What follows belongs to an exercise in optimizing a design on an open flow for small area, a short achievable clock period and few clock cycles per item; a production flow would make more cautious choices.

AL:
Design mapu_nxn, start of the top module:
module mapu_nxn
#(
  parameter int DATA_WIDTH = 16,
  parameter int N          = 4,
  parameter int SATURATE   = 0
) (
  input  logic                     clk,
  input  logic                     reset_n,
  input  logic                     i_en,
  input  logic [1:0]               i_op,
  output logic                     o_of,
  input  logic                     i_vld,
  output logic                     o_rdy,
  input  logic [N*DATA_WIDTH-1:0]  i_row,
  output logic                     o_vld,
  input  logic                     i_rdy,
  output logic [N*DATA_WIDTH-1:0]  o_row
);
  localparam int DW = DATA_WIDTH;
  localparam int RW = N * DW;
  localparam int IW = $clog2(N);
  localparam logic [IW-1:0] LAST = IW'(N - 1);
  logic [RW-1:0] a_q [N];
  logic [RW-1:0] c_q [N];
  logic [RW-1:0] r_q;
  logic [DW-1:0] ae_q [N];    
  logic [RW-1:0] ae_lanes;
  logic          selt_q;      
  logic          selc_q;      
  logic          sela_q;      
  logic          sub_q;       
  logic [N-1:0]  of_q;        
  logic [IW:0]   in_cnt_q, in_cnt_d;    
  logic [1:0]    in_op_q, in_op_d;
  logic          r_vld_q, r_vld_d;
  logic [IW-1:0] r_k_q, r_k_d;
  logic [1:0]    r_op_q, r_op_d;
  logic [IW-1:0] pass_q, pass_d;        
  logic          t_pend_q, t_pend_d;    
  logic          c_own_q, c_own_d;      
  logic          c_vld_q, c_vld_d;      
  logic [IW-1:0] out_q, out_d;
  logic          rdy_q, rdy_d;
  logic in_a, take, deliver, c_free, step, copy, r_mul, r_last, op_done, a_shift;
  logic take_dp, shift_dp, c_free_dp, step_dp, copy_dp;
  logic [RW-1:0] a_head_d;
  logic [RW-1:0] acc_row;
  logic [RW-1:0] a_col;
  logic [RW-1:0] alu_row;
  logic [N-1:0]  alu_cout, alu_of1, alu_of0, of_keep;
  assign in_a    = ~in_cnt_q[IW];
  assign r_mul   = (r_op_q == OP_ENC_MUL);
  assign r_last  = ~r_mul | (pass_q == LAST);
  assign take    = i_en & i_vld & rdy_q;
  assign deliver = i_en & c_vld_q & i_rdy;
  assign c_free  = ~c_vld_q | (deliver & (out_q == LAST));
  assign step    = r_vld_q & (c_own_q | c_free);
  assign copy    = t_pend_q & c_free;
  assign op_done = step & r_last & (r_k_q == LAST);
  ...
For scale: ~140 I/O pins, ~41000 um2 of cells after synthesis.
clock: 16.0 ns
lec_check: 0
cap_margin: 20
core_margin: 2
core_utilization: 60
cts_buf_list: sky130_fd_sc_hd__clkbuf_8
cts_cluster_size: 30
slew_margin: 20
standard.sh (not shown) runs the stock make flow with config.mk's settings and CLKGATE_MAP_FILE= SYNTH_SCRIPT=/design/flow/synth_recipe.tcl, a recipe that flattens the netlist after the stock synthesis.
==> flow/flow/run.sh <==
#!/bin/bash
# Standard ORFS layout (the standard.sh) with two changes: repair_timing aims at a setup
# margin of 11 ns under the design's SDC, and the port buffers are buf_2 cells.
bash standard.sh SETUP_SLACK_MARGIN=11 "BUFFER_PORTS_ARGS=-buffer_cell sky130_fd_sc_hd__buf_2" finish > standard.log 2>&1
### AL -> PW
-- flow/design.v --
<<< AL, line 600
  logic in_a, take, deliver, c_free, step, copy, r_mul, r_last, op_done, a_shift;
  logic take_dp, shift_dp, c_free_dp, step_dp, copy_dp;
  logic [RW-1:0] a_head_d;
  logic [RW-1:0] acc_row;
  logic [RW-1:0] a_col;
>>> PW, line 600
  logic in_a, take, deliver, c_free, step, copy, r_mul, r_last, op_done, a_shift;
  logic take_dp, shift_dp, c_free_dp, step_dp, copy_dp;
  logic [DW-1:0] ae_r0, ae_r1, ae_t0, ae_t1;
  logic [RW-1:0] acc_row;
  logic [RW-1:0] a_col;
<<< AL, line 614
  assign copy    = t_pend_q & c_free;
  assign op_done = step & r_last & (r_k_q == LAST);
  assign a_shift = (take & in_a) | step;
  assign take_dp   = i_vld & rdy_q;
  assign shift_dp  = c_vld_q & i_rdy;
>>> PW, line 614
  assign copy    = t_pend_q & c_free;
  assign op_done = step & r_last & (r_k_q == LAST);
  assign a_shift = (take_dp & in_a) | step_dp;
  assign take_dp   = i_vld & rdy_q;
  assign shift_dp  = c_vld_q & i_rdy;
<<< AL, line 680
      rdy_d = ~r_vld_d | ((r_op_d != OP_ENC_MUL || pass_d == LAST) & (c_own_d | ~c_vld_d));
  end
  assign a_head_d = a_shift ? a_q[1] : a_q[0];
  always_comb begin
    for (int c = 0; c < N; c++) a_col[c*DW +: DW] = a_q[c][(N-1)*DW +: DW];
>>> PW, line 680
      rdy_d = ~r_vld_d | ((r_op_d != OP_ENC_MUL || pass_d == LAST) & (c_own_d | ~c_vld_d));
  end
  assign ae_r0 = a_q[0][r_k_q*DW +: DW];
  assign ae_r1 = a_q[1][r_k_q*DW +: DW];
  assign ae_t0 = a_q[0][in_cnt_q[IW-1:0]*DW +: DW];
  assign ae_t1 = a_q[1][in_cnt_q[IW-1:0]*DW +: DW];
  always_comb begin
    for (int c = 0; c < N; c++) a_col[c*DW +: DW] = a_q[c][(N-1)*DW +: DW];
<<< AL, line 710
    if (take_dp & ~in_a) r_q <= (in_op_q == OP_ENC_SUB) ? ~i_row : i_row;
    for (int c = 0; c < N; c++)
      ae_q[c] <= t_pend_d ? '0 : (r_op_d == OP_ENC_MUL) ? a_head_d[r_k_d*DW +: DW] :
                 r_vld_d ? DW'(1) : DW'(c);
    selc_q  <= ~t_pend_d & (r_op_d == OP_ENC_MUL) & (r_k_d != '0);
>>> PW, line 713
    if (take_dp & ~in_a) r_q <= (in_op_q == OP_ENC_SUB) ? ~i_row : i_row;
    for (int c = 0; c < N; c++)
      ae_q[c] <= (take_dp & ~in_a) ? ((in_op_q == OP_ENC_MUL) ? (r_vld_q ? ae_t1 : ae_t0) : DW'(1)) :
                 t_pend_d ? '0 :
                 r_mul ? (a_shift ? ae_r1 : ae_r0) :
                 r_vld_d ? DW'(1) : DW'(c);
    selc_q  <= ~t_pend_d & (r_op_d == OP_ENC_MUL) & (r_k_d != '0);
==> results.txt <==
PW ran to completion and came out clean on the timing, design-rule and antenna checks. Synthesized cell count, AL and PW: smaller value in AL. Of AL and PW, the run reporting the lower final cell count was AL. When PW is measured against AL, its relative area of non-clock buffer cells in the final design turns out 0.19 points lower. Summary — final RePlAce weighted congestion, PW relative to AL: lower, by 3.5%. First-pass GRT wire length (lower): AL.
Function was not checked in any run of this note: the RTL went through the layout flow alone.

-- afterwards: timing with drivers on the ports --
In the flow no input, the clock included, has a driving cell. The finished layouts below were timed again as built, in two steps. Step 1 assumes that a clkbuf_16 drives the clock port and a buf_2 every other input. Step 2, shift: input delay + t, output delay - t, t = (earliest + latest rising clock arrival at the registers) / 2. This alone moves slack from input paths to output paths. a / b / c = no drivers / after step 1 / after step 2; a / b = the first two.
run | t, ns | slack for setup (ns) | worst hold slack (ns) | worst setup path at the end
AL | 0.783 | 11.022 / 10.987 / 10.278 | 0.431 / 0.431 / 0.431 | input to register
PW | 0.803 | 10.521 / 10.521 / 10.307 | 0.422 / 0.422 / 0.422 | input to register
After both steps every run listed still meets setup and hold. The setup slack of AL, which loses most, moves by -0.035 ns with the drivers and by -0.744 ns with both steps.
